This design comes from an exercise in tuning for small area, a short achievable clock period and few clock cycles per item on the open sky130 flow, not from production work.
The RTL was checked by simulation tests, not by an equivalence proof against the original design.
Power figures rest on the tool's default switching activity, not on a simulated workload.

### design/flow/design.v
package aesKeyPkg;
	typedef logic [31:0] word32;  
	typedef logic [127:0] aesKey128;  
	typedef logic [1407:0] expandedKey;  
	typedef logic [3:0] roundIndex;
	typedef logic [7:0] rconByte;
	localparam roundIndex numRounds = 4'd10;
	localparam int numWords = 14;
endpackage
`timescale 1ns/1ps
module sboxLookup(input [31:0] inWord, output [31:0] outWord);
  localparam [2047:0] SBOX = {
		128'h637c777bf26b6fc53001672bfed7ab76, 128'hca82c97dfa5947f0add4a2af9ca472c0,
		128'hb7fd9326363ff7cc34a5e5f171d83115, 128'h04c723c31896059a071280e2eb27b275,
		128'h09832c1a1b6e5aa0523bd6b329e32f84, 128'h53d100ed20fcb15b6acbbe394a4c58cf,
		128'hd0efaafb434d338545f9027f503c9fa8, 128'h51a3408f929d38f5bcb6da2110fff3d2,
		128'hcd0c13ec5f974417c4a77e3d645d1973, 128'h60814fdc222a908846eeb814de5e0bdb,
		128'he0323a0a4906245cc2d3ac629195e479, 128'he7c8376d8dd54ea96c56f4ea657aae08,
		128'hba78252e1ca6b4c6e8dd741f4bbd8b8a, 128'h703eb5664803f60e613557b986c11d9e,
		128'he1f8981169d98e949b1e87e9ce5528df, 128'h8ca1890dbfe6426841992d0fb054bb16};
  genvar b;
  generate for (b=0;b<4;b=b+1) begin : g
    wire [7:0] x = inWord[8*b +: 8];
    assign outWord[8*b +: 8] = SBOX[2047 - 8*x -: 8];
  end endgenerate
endmodule
`timescale 1ns/1ps
module keyLoader (
	input logic [3:0][31:0] words,  
	input logic [3:0] round,  
	input aesKeyPkg::rconByte rcon,
	output aesKeyPkg::word32 prevWord  
);
	aesKeyPkg::word32 fix;
	always_comb
	begin
		case (round)
			4'd1: fix = words[0] ^ words[1] ^ words[2];  
			4'd2: fix = words[1];  
			4'd3: fix = words[2];  
			default: fix = '0;
		endcase
	end
	assign prevWord = words[3] ^ fix ^ {rcon, 24'h000000};
endmodule
`timescale 1ns/1ps
module roundKeyGenerator (
	input logic clock,
	input logic reset,
	input logic start,
	output logic shift,  
	output logic [3:0] round,  
	output aesKeyPkg::rconByte rcon,  
	output logic done
);
	logic running;
	aesKeyPkg::roundIndex count;  
	always_ff @(posedge clock)
	begin
		if (reset)
		begin
			running <= 1'b0;
			done <= 1'b0;
		end
		else if (start)
		begin
			running <= 1'b1;
			done <= 1'b0;
		end
		else if (running && count == aesKeyPkg::numRounds)
		begin
			running <= 1'b0;
			done <= 1'b1;
		end
	end
	always_ff @(posedge clock)
	begin
		if (start)
			count <= 4'd1;
		else if (running)
			count <= count + 4'd1;
	end
	always_comb
	begin
		case (count)
			4'd1: rcon = 8'h01;
			4'd2: rcon = 8'h02;
			4'd3: rcon = 8'h04;
			4'd4: rcon = 8'h08;
			4'd5: rcon = 8'h10;
			4'd6: rcon = 8'h20;
			4'd7: rcon = 8'h40;
			4'd8: rcon = 8'h80;
			4'd9: rcon = 8'h1b;
			4'd10: rcon = 8'h36;
			default: rcon = 8'h00;
		endcase
	end
	assign shift = running;
	assign round = count;
endmodule
`timescale 1ns/1ps
module keyScheduleStore (
	input logic clock,
	input logic start,
	input logic shift,
	input logic [3:0][31:0] loadWords,
	input aesKeyPkg::word32 nextWord,
	output logic [13:0][31:0] words
);
	always_ff @(posedge clock)
	begin
		if (start)
			words[3:0] <= loadWords;
		else if (shift)
			words[3:0] <= {words[2:0], nextWord};
	end
	always_ff @(posedge clock)
	begin
		if (shift)
			words[13:4] <= words[12:3];
	end
endmodule
`timescale 1ns/1ps
module keyExpansionTop (
	input logic clock,
	input logic reset,
	input logic start,
	input aesKeyPkg::aesKey128 cipherKey,
	output aesKeyPkg::expandedKey keyExp,
	output logic keyExpDone
);
	logic [13:0][31:0] words;  
	aesKeyPkg::word32 subWord;
	aesKeyPkg::word32 prevWord;
	aesKeyPkg::word32 nextWord;
	aesKeyPkg::rconByte rcon;
	logic [3:0] round;
	logic shift;
	roundKeyGenerator control (
		.clock(clock),
		.reset(reset),
		.start(start),
		.shift(shift),
		.round(round),
		.rcon(rcon),
		.done(keyExpDone)
	);
	keyLoader tap (
		.words(words[3:0]),
		.round(round),
		.rcon(rcon),
		.prevWord(prevWord)
	);
	sboxLookup sbox (
		.inWord({words[0][23:0], words[0][31:24]}),
		.outWord(subWord)
	);
	assign nextWord = prevWord ^ subWord;
	keyScheduleStore store (
		.clock(clock),
		.start(start),
		.shift(shift),
		.loadWords(cipherKey),  
		.nextWord(nextWord),
		.words(words)
	);
	aesKeyPkg::word32 a [0:10];
	aesKeyPkg::word32 b [0:10];
	aesKeyPkg::word32 c [0:10];
	aesKeyPkg::word32 d [0:10];
	assign d[0] = words[10];
	assign c[0] = words[11];
	assign b[0] = words[12];
	assign a[0] = words[13];
	assign d[1] = words[9];
	assign c[1] = d[1] ^ d[0];
	assign b[1] = c[1] ^ c[0];
	assign a[1] = c[1] ^ (b[0] ^ c[0]);
	for (genvar r = 2; r <= 10; r++)
	begin : g_round
		assign d[r] = words[10 - r];
		assign c[r] = d[r] ^ d[r - 1];
		assign b[r] = d[r] ^ d[r - 2];
		assign a[r] = c[r] ^ c[r - 2];
	end
	for (genvar r = 0; r <= 10; r++)
	begin : g_out
		assign keyExp[1407 - 128 * r -: 128] = {a[r], b[r], c[r], d[r]};
	end
endmodule
### design/flow/flow/run.sh
#!/bin/bash
# The standard layout, with the smallest buffer on every input and output
# port instead of the one buffer_ports picks by default, and gate sizing
# free to change a cell's footprint.
set -euo pipefail
bash standard.sh "BUFFER_PORTS_ARGS=-buffer_cell sky130_fd_sc_hd__buf_1" MATCH_CELL_FOOTPRINT=0 SETUP_SLACK_MARGIN=5.6 "IO_CONSTRAINTS=$(pwd)/flow/pins.tcl" "PLACE_PINS_ARGS=-min_distance 1 -min_distance_in_tracks" finish > standard_flow.log 2>&1
### design/flow/flow/pins.tcl
# generated by gen/mkpins.py: one edge region per bit slice
set_io_pin_constraint -region bottom:6.00-59.50 -pin_names [list {keyExp[1376]} {keyExp[1344]} {keyExp[1312]} {keyExp[1280]} {keyExp[1248]} {keyExp[1216]} {keyExp[1184]} {keyExp[1152]} {keyExp[1120]} {keyExp[1088]} {keyExp[1056]} {keyExp[1024]} {keyExp[992]} {keyExp[960]} {keyExp[928]} {keyExp[896]} {keyExp[864]} {keyExp[832]} {keyExp[800]} {keyExp[768]} {keyExp[736]} {keyExp[704]} {keyExp[672]} {keyExp[640]} {keyExp[608]} {keyExp[576]} {keyExp[544]} {keyExp[512]} {keyExp[480]} {keyExp[448]} {keyExp[416]} {keyExp[384]} {keyExp[352]} {keyExp[320]} {keyExp[288]} {keyExp[256]} {keyExp[224]} {keyExp[192]} {keyExp[160]} {keyExp[128]} {keyExp[96]} {keyExp[64]} {keyExp[32]} {keyExp[0]} {cipherKey[96]} {cipherKey[64]} {cipherKey[32]} {cipherKey[0]}]
set_io_pin_constraint -region bottom:59.50-113.00 -pin_names [list {keyExp[1377]} {keyExp[1345]} {keyExp[1313]} {keyExp[1281]} {keyExp[1249]} {keyExp[1217]} {keyExp[1185]} {keyExp[1153]} {keyExp[1121]} {keyExp[1089]} {keyExp[1057]} {keyExp[1025]} {keyExp[993]} {keyExp[961]} {keyExp[929]} {keyExp[897]} {keyExp[865]} {keyExp[833]} {keyExp[801]} {keyExp[769]} {keyExp[737]} {keyExp[705]} {keyExp[673]} {keyExp[641]} {keyExp[609]} {keyExp[577]} {keyExp[545]} {keyExp[513]} {keyExp[481]} {keyExp[449]} {keyExp[417]} {keyExp[385]} {keyExp[353]} {keyExp[321]} {keyExp[289]} {keyExp[257]} {keyExp[225]} {keyExp[193]} {keyExp[161]} {keyExp[129]} {keyExp[97]} {keyExp[65]} {keyExp[33]} {keyExp[1]} {cipherKey[97]} {cipherKey[65]} {cipherKey[33]} {cipherKey[1]}]
set_io_pin_constraint -region bottom:113.00-166.50 -pin_names [list {keyExp[1378]} {keyExp[1346]} {keyExp[1314]} {keyExp[1282]} {keyExp[1250]} {keyExp[1218]} {keyExp[1186]} {keyExp[1154]} {keyExp[1122]} {keyExp[1090]} {keyExp[1058]} {keyExp[1026]} {keyExp[994]} {keyExp[962]} {keyExp[930]} {keyExp[898]} {keyExp[866]} {keyExp[834]} {keyExp[802]} {keyExp[770]} {keyExp[738]} {keyExp[706]} {keyExp[674]} {keyExp[642]} {keyExp[610]} {keyExp[578]} {keyExp[546]} {keyExp[514]} {keyExp[482]} {keyExp[450]} {keyExp[418]} {keyExp[386]} {keyExp[354]} {keyExp[322]} {keyExp[290]} {keyExp[258]} {keyExp[226]} {keyExp[194]} {keyExp[162]} {keyExp[130]} {keyExp[98]} {keyExp[66]} {keyExp[34]} {keyExp[2]} {cipherKey[98]} {cipherKey[66]} {cipherKey[34]} {cipherKey[2]}]
set_io_pin_constraint -region bottom:166.50-220.00 -pin_names [list {keyExp[1379]} {keyExp[1347]} {keyExp[1315]} {keyExp[1283]} {keyExp[1251]} {keyExp[1219]} {keyExp[1187]} {keyExp[1155]} {keyExp[1123]} {keyExp[1091]} {keyExp[1059]} {keyExp[1027]} {keyExp[995]} {keyExp[963]} {keyExp[931]} {keyExp[899]} {keyExp[867]} {keyExp[835]} {keyExp[803]} {keyExp[771]} {keyExp[739]} {keyExp[707]} {keyExp[675]} {keyExp[643]} {keyExp[611]} {keyExp[579]} {keyExp[547]} {keyExp[515]} {keyExp[483]} {keyExp[451]} {keyExp[419]} {keyExp[387]} {keyExp[355]} {keyExp[323]} {keyExp[291]} {keyExp[259]} {keyExp[227]} {keyExp[195]} {keyExp[163]} {keyExp[131]} {keyExp[99]} {keyExp[67]} {keyExp[35]} {keyExp[3]} {cipherKey[99]} {cipherKey[67]} {cipherKey[35]} {cipherKey[3]}]
set_io_pin_constraint -region bottom:220.00-273.50 -pin_names [list {keyExp[1380]} {keyExp[1348]} {keyExp[1316]} {keyExp[1284]} {keyExp[1252]} {keyExp[1220]} {keyExp[1188]} {keyExp[1156]} {keyExp[1124]} {keyExp[1092]} {keyExp[1060]} {keyExp[1028]} {keyExp[996]} {keyExp[964]} {keyExp[932]} {keyExp[900]} {keyExp[868]} {keyExp[836]} {keyExp[804]} {keyExp[772]} {keyExp[740]} {keyExp[708]} {keyExp[676]} {keyExp[644]} {keyExp[612]} {keyExp[580]} {keyExp[548]} {keyExp[516]} {keyExp[484]} {keyExp[452]} {keyExp[420]} {keyExp[388]} {keyExp[356]} {keyExp[324]} {keyExp[292]} {keyExp[260]} {keyExp[228]} {keyExp[196]} {keyExp[164]} {keyExp[132]} {keyExp[100]} {keyExp[68]} {keyExp[36]} {keyExp[4]} {cipherKey[100]} {cipherKey[68]} {cipherKey[36]} {cipherKey[4]}]
set_io_pin_constraint -region bottom:273.50-327.00 -pin_names [list {keyExp[1381]} {keyExp[1349]} {keyExp[1317]} {keyExp[1285]} {keyExp[1253]} {keyExp[1221]} {keyExp[1189]} {keyExp[1157]} {keyExp[1125]} {keyExp[1093]} {keyExp[1061]} {keyExp[1029]} {keyExp[997]} {keyExp[965]} {keyExp[933]} {keyExp[901]} {keyExp[869]} {keyExp[837]} {keyExp[805]} {keyExp[773]} {keyExp[741]} {keyExp[709]} {keyExp[677]} {keyExp[645]} {keyExp[613]} {keyExp[581]} {keyExp[549]} {keyExp[517]} {keyExp[485]} {keyExp[453]} {keyExp[421]} {keyExp[389]} {keyExp[357]} {keyExp[325]} {keyExp[293]} {keyExp[261]} {keyExp[229]} {keyExp[197]} {keyExp[165]} {keyExp[133]} {keyExp[101]} {keyExp[69]} {keyExp[37]} {keyExp[5]} {cipherKey[101]} {cipherKey[69]} {cipherKey[37]} {cipherKey[5]}]
set_io_pin_constraint -region bottom:327.00-380.50 -pin_names [list {keyExp[1382]} {keyExp[1350]} {keyExp[1318]} {keyExp[1286]} {keyExp[1254]} {keyExp[1222]} {keyExp[1190]} {keyExp[1158]} {keyExp[1126]} {keyExp[1094]} {keyExp[1062]} {keyExp[1030]} {keyExp[998]} {keyExp[966]} {keyExp[934]} {keyExp[902]} {keyExp[870]} {keyExp[838]} {keyExp[806]} {keyExp[774]} {keyExp[742]} {keyExp[710]} {keyExp[678]} {keyExp[646]} {keyExp[614]} {keyExp[582]} {keyExp[550]} {keyExp[518]} {keyExp[486]} {keyExp[454]} {keyExp[422]} {keyExp[390]} {keyExp[358]} {keyExp[326]} {keyExp[294]} {keyExp[262]} {keyExp[230]} {keyExp[198]} {keyExp[166]} {keyExp[134]} {keyExp[102]} {keyExp[70]} {keyExp[38]} {keyExp[6]} {cipherKey[102]} {cipherKey[70]} {cipherKey[38]} {cipherKey[6]}]
set_io_pin_constraint -region bottom:380.50-434.00 -pin_names [list {keyExp[1383]} {keyExp[1351]} {keyExp[1319]} {keyExp[1287]} {keyExp[1255]} {keyExp[1223]} {keyExp[1191]} {keyExp[1159]} {keyExp[1127]} {keyExp[1095]} {keyExp[1063]} {keyExp[1031]} {keyExp[999]} {keyExp[967]} {keyExp[935]} {keyExp[903]} {keyExp[871]} {keyExp[839]} {keyExp[807]} {keyExp[775]} {keyExp[743]} {keyExp[711]} {keyExp[679]} {keyExp[647]} {keyExp[615]} {keyExp[583]} {keyExp[551]} {keyExp[519]} {keyExp[487]} {keyExp[455]} {keyExp[423]} {keyExp[391]} {keyExp[359]} {keyExp[327]} {keyExp[295]} {keyExp[263]} {keyExp[231]} {keyExp[199]} {keyExp[167]} {keyExp[135]} {keyExp[103]} {keyExp[71]} {keyExp[39]} {keyExp[7]} {cipherKey[103]} {cipherKey[71]} {cipherKey[39]} {cipherKey[7]}]
set_io_pin_constraint -region right:6.00-59.50 -pin_names [list {keyExp[1384]} {keyExp[1352]} {keyExp[1320]} {keyExp[1288]} {keyExp[1256]} {keyExp[1224]} {keyExp[1192]} {keyExp[1160]} {keyExp[1128]} {keyExp[1096]} {keyExp[1064]} {keyExp[1032]} {keyExp[1000]} {keyExp[968]} {keyExp[936]} {keyExp[904]} {keyExp[872]} {keyExp[840]} {keyExp[808]} {keyExp[776]} {keyExp[744]} {keyExp[712]} {keyExp[680]} {keyExp[648]} {keyExp[616]} {keyExp[584]} {keyExp[552]} {keyExp[520]} {keyExp[488]} {keyExp[456]} {keyExp[424]} {keyExp[392]} {keyExp[360]} {keyExp[328]} {keyExp[296]} {keyExp[264]} {keyExp[232]} {keyExp[200]} {keyExp[168]} {keyExp[136]} {keyExp[104]} {keyExp[72]} {keyExp[40]} {keyExp[8]} {cipherKey[104]} {cipherKey[72]} {cipherKey[40]} {cipherKey[8]}]
set_io_pin_constraint -region right:59.50-113.00 -pin_names [list {keyExp[1385]} {keyExp[1353]} {keyExp[1321]} {keyExp[1289]} {keyExp[1257]} {keyExp[1225]} {keyExp[1193]} {keyExp[1161]} {keyExp[1129]} {keyExp[1097]} {keyExp[1065]} {keyExp[1033]} {keyExp[1001]} {keyExp[969]} {keyExp[937]} {keyExp[905]} {keyExp[873]} {keyExp[841]} {keyExp[809]} {keyExp[777]} {keyExp[745]} {keyExp[713]} {keyExp[681]} {keyExp[649]} {keyExp[617]} {keyExp[585]} {keyExp[553]} {keyExp[521]} {keyExp[489]} {keyExp[457]} {keyExp[425]} {keyExp[393]} {keyExp[361]} {keyExp[329]} {keyExp[297]} {keyExp[265]} {keyExp[233]} {keyExp[201]} {keyExp[169]} {keyExp[137]} {keyExp[105]} {keyExp[73]} {keyExp[41]} {keyExp[9]} {cipherKey[105]} {cipherKey[73]} {cipherKey[41]} {cipherKey[9]}]
set_io_pin_constraint -region right:113.00-166.50 -pin_names [list {keyExp[1386]} {keyExp[1354]} {keyExp[1322]} {keyExp[1290]} {keyExp[1258]} {keyExp[1226]} {keyExp[1194]} {keyExp[1162]} {keyExp[1130]} {keyExp[1098]} {keyExp[1066]} {keyExp[1034]} {keyExp[1002]} {keyExp[970]} {keyExp[938]} {keyExp[906]} {keyExp[874]} {keyExp[842]} {keyExp[810]} {keyExp[778]} {keyExp[746]} {keyExp[714]} {keyExp[682]} {keyExp[650]} {keyExp[618]} {keyExp[586]} {keyExp[554]} {keyExp[522]} {keyExp[490]} {keyExp[458]} {keyExp[426]} {keyExp[394]} {keyExp[362]} {keyExp[330]} {keyExp[298]} {keyExp[266]} {keyExp[234]} {keyExp[202]} {keyExp[170]} {keyExp[138]} {keyExp[106]} {keyExp[74]} {keyExp[42]} {keyExp[10]} {cipherKey[106]} {cipherKey[74]} {cipherKey[42]} {cipherKey[10]}]
set_io_pin_constraint -region right:166.50-220.00 -pin_names [list {keyExp[1387]} {keyExp[1355]} {keyExp[1323]} {keyExp[1291]} {keyExp[1259]} {keyExp[1227]} {keyExp[1195]} {keyExp[1163]} {keyExp[1131]} {keyExp[1099]} {keyExp[1067]} {keyExp[1035]} {keyExp[1003]} {keyExp[971]} {keyExp[939]} {keyExp[907]} {keyExp[875]} {keyExp[843]} {keyExp[811]} {keyExp[779]} {keyExp[747]} {keyExp[715]} {keyExp[683]} {keyExp[651]} {keyExp[619]} {keyExp[587]} {keyExp[555]} {keyExp[523]} {keyExp[491]} {keyExp[459]} {keyExp[427]} {keyExp[395]} {keyExp[363]} {keyExp[331]} {keyExp[299]} {keyExp[267]} {keyExp[235]} {keyExp[203]} {keyExp[171]} {keyExp[139]} {keyExp[107]} {keyExp[75]} {keyExp[43]} {keyExp[11]} {cipherKey[107]} {cipherKey[75]} {cipherKey[43]} {cipherKey[11]}]
set_io_pin_constraint -region right:220.00-273.50 -pin_names [list {keyExp[1388]} {keyExp[1356]} {keyExp[1324]} {keyExp[1292]} {keyExp[1260]} {keyExp[1228]} {keyExp[1196]} {keyExp[1164]} {keyExp[1132]} {keyExp[1100]} {keyExp[1068]} {keyExp[1036]} {keyExp[1004]} {keyExp[972]} {keyExp[940]} {keyExp[908]} {keyExp[876]} {keyExp[844]} {keyExp[812]} {keyExp[780]} {keyExp[748]} {keyExp[716]} {keyExp[684]} {keyExp[652]} {keyExp[620]} {keyExp[588]} {keyExp[556]} {keyExp[524]} {keyExp[492]} {keyExp[460]} {keyExp[428]} {keyExp[396]} {keyExp[364]} {keyExp[332]} {keyExp[300]} {keyExp[268]} {keyExp[236]} {keyExp[204]} {keyExp[172]} {keyExp[140]} {keyExp[108]} {keyExp[76]} {keyExp[44]} {keyExp[12]} {cipherKey[108]} {cipherKey[76]} {cipherKey[44]} {cipherKey[12]}]
set_io_pin_constraint -region right:273.50-327.00 -pin_names [list {keyExp[1389]} {keyExp[1357]} {keyExp[1325]} {keyExp[1293]} {keyExp[1261]} {keyExp[1229]} {keyExp[1197]} {keyExp[1165]} {keyExp[1133]} {keyExp[1101]} {keyExp[1069]} {keyExp[1037]} {keyExp[1005]} {keyExp[973]} {keyExp[941]} {keyExp[909]} {keyExp[877]} {keyExp[845]} {keyExp[813]} {keyExp[781]} {keyExp[749]} {keyExp[717]} {keyExp[685]} {keyExp[653]} {keyExp[621]} {keyExp[589]} {keyExp[557]} {keyExp[525]} {keyExp[493]} {keyExp[461]} {keyExp[429]} {keyExp[397]} {keyExp[365]} {keyExp[333]} {keyExp[301]} {keyExp[269]} {keyExp[237]} {keyExp[205]} {keyExp[173]} {keyExp[141]} {keyExp[109]} {keyExp[77]} {keyExp[45]} {keyExp[13]} {cipherKey[109]} {cipherKey[77]} {cipherKey[45]} {cipherKey[13]}]
set_io_pin_constraint -region right:327.00-380.50 -pin_names [list {keyExp[1390]} {keyExp[1358]} {keyExp[1326]} {keyExp[1294]} {keyExp[1262]} {keyExp[1230]} {keyExp[1198]} {keyExp[1166]} {keyExp[1134]} {keyExp[1102]} {keyExp[1070]} {keyExp[1038]} {keyExp[1006]} {keyExp[974]} {keyExp[942]} {keyExp[910]} {keyExp[878]} {keyExp[846]} {keyExp[814]} {keyExp[782]} {keyExp[750]} {keyExp[718]} {keyExp[686]} {keyExp[654]} {keyExp[622]} {keyExp[590]} {keyExp[558]} {keyExp[526]} {keyExp[494]} {keyExp[462]} {keyExp[430]} {keyExp[398]} {keyExp[366]} {keyExp[334]} {keyExp[302]} {keyExp[270]} {keyExp[238]} {keyExp[206]} {keyExp[174]} {keyExp[142]} {keyExp[110]} {keyExp[78]} {keyExp[46]} {keyExp[14]} {cipherKey[110]} {cipherKey[78]} {cipherKey[46]} {cipherKey[14]}]
set_io_pin_constraint -region right:380.50-434.00 -pin_names [list {keyExp[1391]} {keyExp[1359]} {keyExp[1327]} {keyExp[1295]} {keyExp[1263]} {keyExp[1231]} {keyExp[1199]} {keyExp[1167]} {keyExp[1135]} {keyExp[1103]} {keyExp[1071]} {keyExp[1039]} {keyExp[1007]} {keyExp[975]} {keyExp[943]} {keyExp[911]} {keyExp[879]} {keyExp[847]} {keyExp[815]} {keyExp[783]} {keyExp[751]} {keyExp[719]} {keyExp[687]} {keyExp[655]} {keyExp[623]} {keyExp[591]} {keyExp[559]} {keyExp[527]} {keyExp[495]} {keyExp[463]} {keyExp[431]} {keyExp[399]} {keyExp[367]} {keyExp[335]} {keyExp[303]} {keyExp[271]} {keyExp[239]} {keyExp[207]} {keyExp[175]} {keyExp[143]} {keyExp[111]} {keyExp[79]} {keyExp[47]} {keyExp[15]} {cipherKey[111]} {cipherKey[79]} {cipherKey[47]} {cipherKey[15]}]
set_io_pin_constraint -region top:380.50-434.00 -pin_names [list {keyExp[1392]} {keyExp[1360]} {keyExp[1328]} {keyExp[1296]} {keyExp[1264]} {keyExp[1232]} {keyExp[1200]} {keyExp[1168]} {keyExp[1136]} {keyExp[1104]} {keyExp[1072]} {keyExp[1040]} {keyExp[1008]} {keyExp[976]} {keyExp[944]} {keyExp[912]} {keyExp[880]} {keyExp[848]} {keyExp[816]} {keyExp[784]} {keyExp[752]} {keyExp[720]} {keyExp[688]} {keyExp[656]} {keyExp[624]} {keyExp[592]} {keyExp[560]} {keyExp[528]} {keyExp[496]} {keyExp[464]} {keyExp[432]} {keyExp[400]} {keyExp[368]} {keyExp[336]} {keyExp[304]} {keyExp[272]} {keyExp[240]} {keyExp[208]} {keyExp[176]} {keyExp[144]} {keyExp[112]} {keyExp[80]} {keyExp[48]} {keyExp[16]} {cipherKey[112]} {cipherKey[80]} {cipherKey[48]} {cipherKey[16]}]
set_io_pin_constraint -region top:327.00-380.50 -pin_names [list {keyExp[1393]} {keyExp[1361]} {keyExp[1329]} {keyExp[1297]} {keyExp[1265]} {keyExp[1233]} {keyExp[1201]} {keyExp[1169]} {keyExp[1137]} {keyExp[1105]} {keyExp[1073]} {keyExp[1041]} {keyExp[1009]} {keyExp[977]} {keyExp[945]} {keyExp[913]} {keyExp[881]} {keyExp[849]} {keyExp[817]} {keyExp[785]} {keyExp[753]} {keyExp[721]} {keyExp[689]} {keyExp[657]} {keyExp[625]} {keyExp[593]} {keyExp[561]} {keyExp[529]} {keyExp[497]} {keyExp[465]} {keyExp[433]} {keyExp[401]} {keyExp[369]} {keyExp[337]} {keyExp[305]} {keyExp[273]} {keyExp[241]} {keyExp[209]} {keyExp[177]} {keyExp[145]} {keyExp[113]} {keyExp[81]} {keyExp[49]} {keyExp[17]} {cipherKey[113]} {cipherKey[81]} {cipherKey[49]} {cipherKey[17]}]
set_io_pin_constraint -region top:273.50-327.00 -pin_names [list {keyExp[1394]} {keyExp[1362]} {keyExp[1330]} {keyExp[1298]} {keyExp[1266]} {keyExp[1234]} {keyExp[1202]} {keyExp[1170]} {keyExp[1138]} {keyExp[1106]} {keyExp[1074]} {keyExp[1042]} {keyExp[1010]} {keyExp[978]} {keyExp[946]} {keyExp[914]} {keyExp[882]} {keyExp[850]} {keyExp[818]} {keyExp[786]} {keyExp[754]} {keyExp[722]} {keyExp[690]} {keyExp[658]} {keyExp[626]} {keyExp[594]} {keyExp[562]} {keyExp[530]} {keyExp[498]} {keyExp[466]} {keyExp[434]} {keyExp[402]} {keyExp[370]} {keyExp[338]} {keyExp[306]} {keyExp[274]} {keyExp[242]} {keyExp[210]} {keyExp[178]} {keyExp[146]} {keyExp[114]} {keyExp[82]} {keyExp[50]} {keyExp[18]} {cipherKey[114]} {cipherKey[82]} {cipherKey[50]} {cipherKey[18]}]
set_io_pin_constraint -region top:220.00-273.50 -pin_names [list {keyExp[1395]} {keyExp[1363]} {keyExp[1331]} {keyExp[1299]} {keyExp[1267]} {keyExp[1235]} {keyExp[1203]} {keyExp[1171]} {keyExp[1139]} {keyExp[1107]} {keyExp[1075]} {keyExp[1043]} {keyExp[1011]} {keyExp[979]} {keyExp[947]} {keyExp[915]} {keyExp[883]} {keyExp[851]} {keyExp[819]} {keyExp[787]} {keyExp[755]} {keyExp[723]} {keyExp[691]} {keyExp[659]} {keyExp[627]} {keyExp[595]} {keyExp[563]} {keyExp[531]} {keyExp[499]} {keyExp[467]} {keyExp[435]} {keyExp[403]} {keyExp[371]} {keyExp[339]} {keyExp[307]} {keyExp[275]} {keyExp[243]} {keyExp[211]} {keyExp[179]} {keyExp[147]} {keyExp[115]} {keyExp[83]} {keyExp[51]} {keyExp[19]} {cipherKey[115]} {cipherKey[83]} {cipherKey[51]} {cipherKey[19]}]
set_io_pin_constraint -region top:166.50-220.00 -pin_names [list {keyExp[1396]} {keyExp[1364]} {keyExp[1332]} {keyExp[1300]} {keyExp[1268]} {keyExp[1236]} {keyExp[1204]} {keyExp[1172]} {keyExp[1140]} {keyExp[1108]} {keyExp[1076]} {keyExp[1044]} {keyExp[1012]} {keyExp[980]} {keyExp[948]} {keyExp[916]} {keyExp[884]} {keyExp[852]} {keyExp[820]} {keyExp[788]} {keyExp[756]} {keyExp[724]} {keyExp[692]} {keyExp[660]} {keyExp[628]} {keyExp[596]} {keyExp[564]} {keyExp[532]} {keyExp[500]} {keyExp[468]} {keyExp[436]} {keyExp[404]} {keyExp[372]} {keyExp[340]} {keyExp[308]} {keyExp[276]} {keyExp[244]} {keyExp[212]} {keyExp[180]} {keyExp[148]} {keyExp[116]} {keyExp[84]} {keyExp[52]} {keyExp[20]} {cipherKey[116]} {cipherKey[84]} {cipherKey[52]} {cipherKey[20]}]
set_io_pin_constraint -region top:113.00-166.50 -pin_names [list {keyExp[1397]} {keyExp[1365]} {keyExp[1333]} {keyExp[1301]} {keyExp[1269]} {keyExp[1237]} {keyExp[1205]} {keyExp[1173]} {keyExp[1141]} {keyExp[1109]} {keyExp[1077]} {keyExp[1045]} {keyExp[1013]} {keyExp[981]} {keyExp[949]} {keyExp[917]} {keyExp[885]} {keyExp[853]} {keyExp[821]} {keyExp[789]} {keyExp[757]} {keyExp[725]} {keyExp[693]} {keyExp[661]} {keyExp[629]} {keyExp[597]} {keyExp[565]} {keyExp[533]} {keyExp[501]} {keyExp[469]} {keyExp[437]} {keyExp[405]} {keyExp[373]} {keyExp[341]} {keyExp[309]} {keyExp[277]} {keyExp[245]} {keyExp[213]} {keyExp[181]} {keyExp[149]} {keyExp[117]} {keyExp[85]} {keyExp[53]} {keyExp[21]} {cipherKey[117]} {cipherKey[85]} {cipherKey[53]} {cipherKey[21]}]
set_io_pin_constraint -region top:59.50-113.00 -pin_names [list {keyExp[1398]} {keyExp[1366]} {keyExp[1334]} {keyExp[1302]} {keyExp[1270]} {keyExp[1238]} {keyExp[1206]} {keyExp[1174]} {keyExp[1142]} {keyExp[1110]} {keyExp[1078]} {keyExp[1046]} {keyExp[1014]} {keyExp[982]} {keyExp[950]} {keyExp[918]} {keyExp[886]} {keyExp[854]} {keyExp[822]} {keyExp[790]} {keyExp[758]} {keyExp[726]} {keyExp[694]} {keyExp[662]} {keyExp[630]} {keyExp[598]} {keyExp[566]} {keyExp[534]} {keyExp[502]} {keyExp[470]} {keyExp[438]} {keyExp[406]} {keyExp[374]} {keyExp[342]} {keyExp[310]} {keyExp[278]} {keyExp[246]} {keyExp[214]} {keyExp[182]} {keyExp[150]} {keyExp[118]} {keyExp[86]} {keyExp[54]} {keyExp[22]} {cipherKey[118]} {cipherKey[86]} {cipherKey[54]} {cipherKey[22]}]
set_io_pin_constraint -region top:6.00-59.50 -pin_names [list {keyExp[1399]} {keyExp[1367]} {keyExp[1335]} {keyExp[1303]} {keyExp[1271]} {keyExp[1239]} {keyExp[1207]} {keyExp[1175]} {keyExp[1143]} {keyExp[1111]} {keyExp[1079]} {keyExp[1047]} {keyExp[1015]} {keyExp[983]} {keyExp[951]} {keyExp[919]} {keyExp[887]} {keyExp[855]} {keyExp[823]} {keyExp[791]} {keyExp[759]} {keyExp[727]} {keyExp[695]} {keyExp[663]} {keyExp[631]} {keyExp[599]} {keyExp[567]} {keyExp[535]} {keyExp[503]} {keyExp[471]} {keyExp[439]} {keyExp[407]} {keyExp[375]} {keyExp[343]} {keyExp[311]} {keyExp[279]} {keyExp[247]} {keyExp[215]} {keyExp[183]} {keyExp[151]} {keyExp[119]} {keyExp[87]} {keyExp[55]} {keyExp[23]} {cipherKey[119]} {cipherKey[87]} {cipherKey[55]} {cipherKey[23]}]
set_io_pin_constraint -region left:380.50-434.00 -pin_names [list {keyExp[1400]} {keyExp[1368]} {keyExp[1336]} {keyExp[1304]} {keyExp[1272]} {keyExp[1240]} {keyExp[1208]} {keyExp[1176]} {keyExp[1144]} {keyExp[1112]} {keyExp[1080]} {keyExp[1048]} {keyExp[1016]} {keyExp[984]} {keyExp[952]} {keyExp[920]} {keyExp[888]} {keyExp[856]} {keyExp[824]} {keyExp[792]} {keyExp[760]} {keyExp[728]} {keyExp[696]} {keyExp[664]} {keyExp[632]} {keyExp[600]} {keyExp[568]} {keyExp[536]} {keyExp[504]} {keyExp[472]} {keyExp[440]} {keyExp[408]} {keyExp[376]} {keyExp[344]} {keyExp[312]} {keyExp[280]} {keyExp[248]} {keyExp[216]} {keyExp[184]} {keyExp[152]} {keyExp[120]} {keyExp[88]} {keyExp[56]} {keyExp[24]} {cipherKey[120]} {cipherKey[88]} {cipherKey[56]} {cipherKey[24]}]
set_io_pin_constraint -region left:327.00-380.50 -pin_names [list {keyExp[1401]} {keyExp[1369]} {keyExp[1337]} {keyExp[1305]} {keyExp[1273]} {keyExp[1241]} {keyExp[1209]} {keyExp[1177]} {keyExp[1145]} {keyExp[1113]} {keyExp[1081]} {keyExp[1049]} {keyExp[1017]} {keyExp[985]} {keyExp[953]} {keyExp[921]} {keyExp[889]} {keyExp[857]} {keyExp[825]} {keyExp[793]} {keyExp[761]} {keyExp[729]} {keyExp[697]} {keyExp[665]} {keyExp[633]} {keyExp[601]} {keyExp[569]} {keyExp[537]} {keyExp[505]} {keyExp[473]} {keyExp[441]} {keyExp[409]} {keyExp[377]} {keyExp[345]} {keyExp[313]} {keyExp[281]} {keyExp[249]} {keyExp[217]} {keyExp[185]} {keyExp[153]} {keyExp[121]} {keyExp[89]} {keyExp[57]} {keyExp[25]} {cipherKey[121]} {cipherKey[89]} {cipherKey[57]} {cipherKey[25]}]
set_io_pin_constraint -region left:273.50-327.00 -pin_names [list {keyExp[1402]} {keyExp[1370]} {keyExp[1338]} {keyExp[1306]} {keyExp[1274]} {keyExp[1242]} {keyExp[1210]} {keyExp[1178]} {keyExp[1146]} {keyExp[1114]} {keyExp[1082]} {keyExp[1050]} {keyExp[1018]} {keyExp[986]} {keyExp[954]} {keyExp[922]} {keyExp[890]} {keyExp[858]} {keyExp[826]} {keyExp[794]} {keyExp[762]} {keyExp[730]} {keyExp[698]} {keyExp[666]} {keyExp[634]} {keyExp[602]} {keyExp[570]} {keyExp[538]} {keyExp[506]} {keyExp[474]} {keyExp[442]} {keyExp[410]} {keyExp[378]} {keyExp[346]} {keyExp[314]} {keyExp[282]} {keyExp[250]} {keyExp[218]} {keyExp[186]} {keyExp[154]} {keyExp[122]} {keyExp[90]} {keyExp[58]} {keyExp[26]} {cipherKey[122]} {cipherKey[90]} {cipherKey[58]} {cipherKey[26]}]
set_io_pin_constraint -region left:220.00-273.50 -pin_names [list {keyExp[1403]} {keyExp[1371]} {keyExp[1339]} {keyExp[1307]} {keyExp[1275]} {keyExp[1243]} {keyExp[1211]} {keyExp[1179]} {keyExp[1147]} {keyExp[1115]} {keyExp[1083]} {keyExp[1051]} {keyExp[1019]} {keyExp[987]} {keyExp[955]} {keyExp[923]} {keyExp[891]} {keyExp[859]} {keyExp[827]} {keyExp[795]} {keyExp[763]} {keyExp[731]} {keyExp[699]} {keyExp[667]} {keyExp[635]} {keyExp[603]} {keyExp[571]} {keyExp[539]} {keyExp[507]} {keyExp[475]} {keyExp[443]} {keyExp[411]} {keyExp[379]} {keyExp[347]} {keyExp[315]} {keyExp[283]} {keyExp[251]} {keyExp[219]} {keyExp[187]} {keyExp[155]} {keyExp[123]} {keyExp[91]} {keyExp[59]} {keyExp[27]} {cipherKey[123]} {cipherKey[91]} {cipherKey[59]} {cipherKey[27]}]
set_io_pin_constraint -region left:166.50-220.00 -pin_names [list {keyExp[1404]} {keyExp[1372]} {keyExp[1340]} {keyExp[1308]} {keyExp[1276]} {keyExp[1244]} {keyExp[1212]} {keyExp[1180]} {keyExp[1148]} {keyExp[1116]} {keyExp[1084]} {keyExp[1052]} {keyExp[1020]} {keyExp[988]} {keyExp[956]} {keyExp[924]} {keyExp[892]} {keyExp[860]} {keyExp[828]} {keyExp[796]} {keyExp[764]} {keyExp[732]} {keyExp[700]} {keyExp[668]} {keyExp[636]} {keyExp[604]} {keyExp[572]} {keyExp[540]} {keyExp[508]} {keyExp[476]} {keyExp[444]} {keyExp[412]} {keyExp[380]} {keyExp[348]} {keyExp[316]} {keyExp[284]} {keyExp[252]} {keyExp[220]} {keyExp[188]} {keyExp[156]} {keyExp[124]} {keyExp[92]} {keyExp[60]} {keyExp[28]} {cipherKey[124]} {cipherKey[92]} {cipherKey[60]} {cipherKey[28]}]
set_io_pin_constraint -region left:113.00-166.50 -pin_names [list {keyExp[1405]} {keyExp[1373]} {keyExp[1341]} {keyExp[1309]} {keyExp[1277]} {keyExp[1245]} {keyExp[1213]} {keyExp[1181]} {keyExp[1149]} {keyExp[1117]} {keyExp[1085]} {keyExp[1053]} {keyExp[1021]} {keyExp[989]} {keyExp[957]} {keyExp[925]} {keyExp[893]} {keyExp[861]} {keyExp[829]} {keyExp[797]} {keyExp[765]} {keyExp[733]} {keyExp[701]} {keyExp[669]} {keyExp[637]} {keyExp[605]} {keyExp[573]} {keyExp[541]} {keyExp[509]} {keyExp[477]} {keyExp[445]} {keyExp[413]} {keyExp[381]} {keyExp[349]} {keyExp[317]} {keyExp[285]} {keyExp[253]} {keyExp[221]} {keyExp[189]} {keyExp[157]} {keyExp[125]} {keyExp[93]} {keyExp[61]} {keyExp[29]} {cipherKey[125]} {cipherKey[93]} {cipherKey[61]} {cipherKey[29]}]
set_io_pin_constraint -region left:59.50-113.00 -pin_names [list {keyExp[1406]} {keyExp[1374]} {keyExp[1342]} {keyExp[1310]} {keyExp[1278]} {keyExp[1246]} {keyExp[1214]} {keyExp[1182]} {keyExp[1150]} {keyExp[1118]} {keyExp[1086]} {keyExp[1054]} {keyExp[1022]} {keyExp[990]} {keyExp[958]} {keyExp[926]} {keyExp[894]} {keyExp[862]} {keyExp[830]} {keyExp[798]} {keyExp[766]} {keyExp[734]} {keyExp[702]} {keyExp[670]} {keyExp[638]} {keyExp[606]} {keyExp[574]} {keyExp[542]} {keyExp[510]} {keyExp[478]} {keyExp[446]} {keyExp[414]} {keyExp[382]} {keyExp[350]} {keyExp[318]} {keyExp[286]} {keyExp[254]} {keyExp[222]} {keyExp[190]} {keyExp[158]} {keyExp[126]} {keyExp[94]} {keyExp[62]} {keyExp[30]} {cipherKey[126]} {cipherKey[94]} {cipherKey[62]} {cipherKey[30]}]
set_io_pin_constraint -region left:6.00-59.50 -pin_names [list {keyExp[1407]} {keyExp[1375]} {keyExp[1343]} {keyExp[1311]} {keyExp[1279]} {keyExp[1247]} {keyExp[1215]} {keyExp[1183]} {keyExp[1151]} {keyExp[1119]} {keyExp[1087]} {keyExp[1055]} {keyExp[1023]} {keyExp[991]} {keyExp[959]} {keyExp[927]} {keyExp[895]} {keyExp[863]} {keyExp[831]} {keyExp[799]} {keyExp[767]} {keyExp[735]} {keyExp[703]} {keyExp[671]} {keyExp[639]} {keyExp[607]} {keyExp[575]} {keyExp[543]} {keyExp[511]} {keyExp[479]} {keyExp[447]} {keyExp[415]} {keyExp[383]} {keyExp[351]} {keyExp[319]} {keyExp[287]} {keyExp[255]} {keyExp[223]} {keyExp[191]} {keyExp[159]} {keyExp[127]} {keyExp[95]} {keyExp[63]} {keyExp[31]} {cipherKey[127]} {cipherKey[95]} {cipherKey[63]} {cipherKey[31]}]
### design/flow/standard.sh
#!/bin/bash
# synth_recipe.tcl (not shown) runs the flow's synth.tcl, then flattens the netlist and writes it again
# the make line also repeats each setting of config.mk as NAME=value (left out here)
make -C /OpenROAD-flow-scripts/flow DESIGN_CONFIG=/design/flow/config.mk WORK_HOME=/design/flow/orfs CLKGATE_MAP_FILE= SYNTH_SCRIPT=/design/flow/synth_recipe.tcl "${@:-finish}"
### design/flow/config.mk
export PLATFORM = sky130hd
export DESIGN_NAME = keyExpansionTop
export DESIGN_NICKNAME = keyExpansionTop
export VERILOG_FILES = /design/flow/design.v
export SDC_FILE = /design/flow/constraint.sdc
export NUM_CORES = 4
export LEC_CHECK = 0
export ABC_AREA = 1
export CAP_MARGIN = 20
export CORE_AREA = 2 2 438 438
export DIE_AREA = 0 0 440 440
export SLEW_MARGIN = 20
### design/flow/constraint.sdc
create_clock -name core_clock -period 10.0 [get_ports {clock}]
set_input_delay 2.0000 -clock core_clock [delete_from_list [all_inputs] [get_ports {clock}]]
set_output_delay 2.0000 -clock core_clock [all_outputs]
set_load 0.01 [all_outputs]
==> impl_results.md <==
- Status: finished clean
- Commonest non-fill, non-tap cell in the layout: buf_1
- Initial antenna violation count: 6
- Final worst slack: between 5 and 6 ns
- Iter 0 DRT Violations: around 5200
- Yosys reg bits: ~460
- Mapped Area: between 30000 and 40000 um^2
- Fin. max-slew vios: 0
- Layout Cells excl Fill: between 8000 and 9000
- Drc violations: 0
- Post-DR wirelength/cell: 19.3 um
- Initial DRT Pass Iterations: 24
- Htree depth: 2
- PD cells: 243 nW/um^2
- Reg2reg end: store.words[5]
- Vias in the first global route: roughly 37000
- Rel. slew slack: roughly a quarter
- Layout Nets: between 6000 and 7000
- Setup violations, final: 0
- Root Driver: clkbuf_16
- Placed insts: 8573
- Critical path arrival: 2.29 ns
- Worst-Skew Late Latency: 0.69 ns
- Syn Inst Count: roughly 4800
- Unique masters post-synth: 35
- Reg2Reg Depth: 14
- Hold Path Cell Cnt: 2
- Register area share after synthesis: between 30% and 40%
- DP Worst Slack: 5.68 ns
- Total track usage: between 10% and 20%
- Period utilisation layout: 42.9%
- Tot Pwr: about 0.012 W
- Worst hold path type: reg2reg
- Min Clock Period, post-route: approximately 4.3 ns
- CTS Sinks: 462
- CTS max path bufs: 3
- Critical path peak fanout: 58
- CP endpoint kind: output pin
- Yosys Warn Count: 8
- Remaining global-route overflow: 0
- Post-CTS Hold Fix Bufs: 0
- Core footprint: 190000 um^2
- Starting Density: roughly a fifth
- Post-DRT Antenna Nets: 0
- Die area: roughly 190000 um^2
- Required time worst endpoint: ~8 ns
- Synthesized area per cell: 7.87 um^2
- WHS Endpoint: control.done
- First-pass GRT wire length: around 240 mm
- Crit start category: register
- Number of fill cells: ~21000
- Share of post-route cells with drive strength above 1: under 10%
- Largest net degree at the start of global routing: between 100 and 150
- Reg2reg setup slack: between 6 and 7 ns
- CTS tree: done
- Port bufs: approximately 1500
- Syn Nets: 4985
- Max-cap check violation count: 0
- Die W: between 400 and 500 um
- Vias per cell: about 4.8
- Slew at the pin with the worst max-slew slack: roughly 1.1 ns
- Routed vias: a little over 40000
- Post-Route WL: between 150 and 200 mm
- Worst vdd ir: 0.148 mV
- Most frequent cells in the layout: 1538 x buf_1, 1148 x nand3_1, 1123 x nand2_1
- Final hold viol count: 0
- FMAX: around 230 MHz
- Leakage power: roughly 19 nW
- Die Span Y: approximately 440 um
- Reg2reg start: store.words[25]
- Post-Route Skew: between 0.03 and 0.04 ns
- Worst min-delay path startpoint: control.done
- Final HPWL DP: around 120 mm
- Clock transition at path regs: approximately 0.060 ns
- Setup TNS: 0 ns
- Crit path kind: reg2out
- GP Congestion: approximately 0.98
- Core Rows: 160
- Unrepaired setup endpoints after global routing: yes
- CTS buffer count: 59
- Area added between synthesis and finish: 26.7%
- Top-level I/O count: between 1500 and 2000
## critical path, cell delays in order, from the launching register on
cell	delay, ns
edfxtp_1	0.33
buf_4	0.55
xor2_1	0.26
xor2_1	0.18
buf_1	0.18
## cells in the mapped netlist, drive strengths merged
master  count  area, um^2
edfxtp    448       13500
o22ai      14        87.6
a31oi       5        31.3
xnor2       1        8.76
a21o        1        7.51
a21boi      1        7.51
o211ai     31         233
dfxtp      14         280
buf       191         990
nor3        4        36.3
nand3    1148        5750
or2         8        50.1
nor3b       1        12.5
o21ai     124         621
a21oi      98         490
a211oi      1        7.51
inv       231         867
ha         67         838
nand2    1139        4320
clkinv     10        37.5
xor2      966        8460
clkbuf    128         480
and2        1        6.26
nand4      14        87.6
nand3b      2        15.0
nor2      139         522
## power breakdown
group	internal (W)	total, W	switching (W)
registers	0.00236	0.00265	0.000292
logic	0.00193	0.00681	0.00488
clock network	0.00120	0.00213	0.000926
## worst max-delay path by stage
stage                          from             end  slack [ns]  cells past startpoint
floorplan           control.running  store.words[0]        5.72                      3
global placement    store.words[12]     keyExp[108]        5.63                      6
finish              store.words[20]     keyExp[116]        5.71                      4
detailed placement  store.words[12]     keyExp[108]        5.68                      6
CTS                 store.words[12]     keyExp[108]        5.46                      6
global route        store.words[12]     keyExp[108]        5.56                      6
## repair_timing
action                                  CTS  global route
cloned                                    1             0
setup buffers                             6             3
pin swaps                                 0             0
gates resized for setup                  25            18
endpoints found under the setup margin   25            14
## registers in the layout, summed over array words and instances, names as in the netlist
name	cells
store.words	448
tap.rcon	8
control.count	4
control.done	1
control.running	1
## cell type report
type                       count  area [um^2]  area share [%]
inverter                     241          958            2.01
tap                         2511         3140            6.58
timing repair buffer        1603         6340            13.3
clock inverter                42          393           0.823
multi-input combinational   3765        21600            45.3
clock buffer                  68         1520            3.18
timing repair inverter         1         5.00          0.0105
antenna                        5         12.5          0.0262
sequential                   462        13700            28.8
## cells by family (layout without fill, tap and decap cells)
kind of cell               count (synthesis)  in the layout  synth area share [%]
and+or+nand+nor                         2456           2456                  28.6
AOI/OAI and AO/OA                        275            275                  3.94
xor gates and xnor gates                 967            967                  22.5
other                                      0              5                     0
DFF                                      462            462                  36.4
buffers and inverters                    560           1955                  6.30
adders and majority gates                 67             67                  2.22
## layer usage
| metal | track usage [%] | wire length (um) |
|---|---|---|
| met4 | 6.99 | 7220 |
| met3 | 3.00 | 15800 |
| met2 | 24.7 | 74900 |
| met5 | 0 | 0 |
| met1 | 20.9 | 70200 |
## stage by stage
step | util, % | area [um^2] | hold slack [ns]
final | 25.2 | 47800 | 0.466
after global routing | 25.2 | 47800 | 0.495
after CTS | 25.1 | 47700 | 0.465
after detailed placement | 24.1 | 45600 | 0.452
after global placement | 24.1 | 45600 | 0.455
after floorplan | - | 37700 | 0.474
Testbench counts, summed over its fixed seeds: cycles 8,800, keys 800.

## static timing again, ports no longer ideal
No port has a modelled driver above. Below, the same layout with a new extraction and two added sets of constraints. Step 1, drivers: a clkbuf_16 drives clock and a buf_2 each remaining input, both assumed. Step 2 moves the port delays by t, midway between the first and last clock arrival at a register: inputs arrive t later, outputs are due t later. That takes back most of the time a late clock gives input paths. a / b / c = ideal / step 1 / step 2; a / b = the first two.
t (ns): 0.741
setup slack, ns: 5.712 / 5.646 / 5.798
latest minus earliest clock arrival (ns): 0.037 / 0.036
cell pins on the clock port's net: 1
After both steps this run still meets setup and hold. The setup slack of this run moves by -0.066 ns with the drivers and by +0.086 ns with both steps.
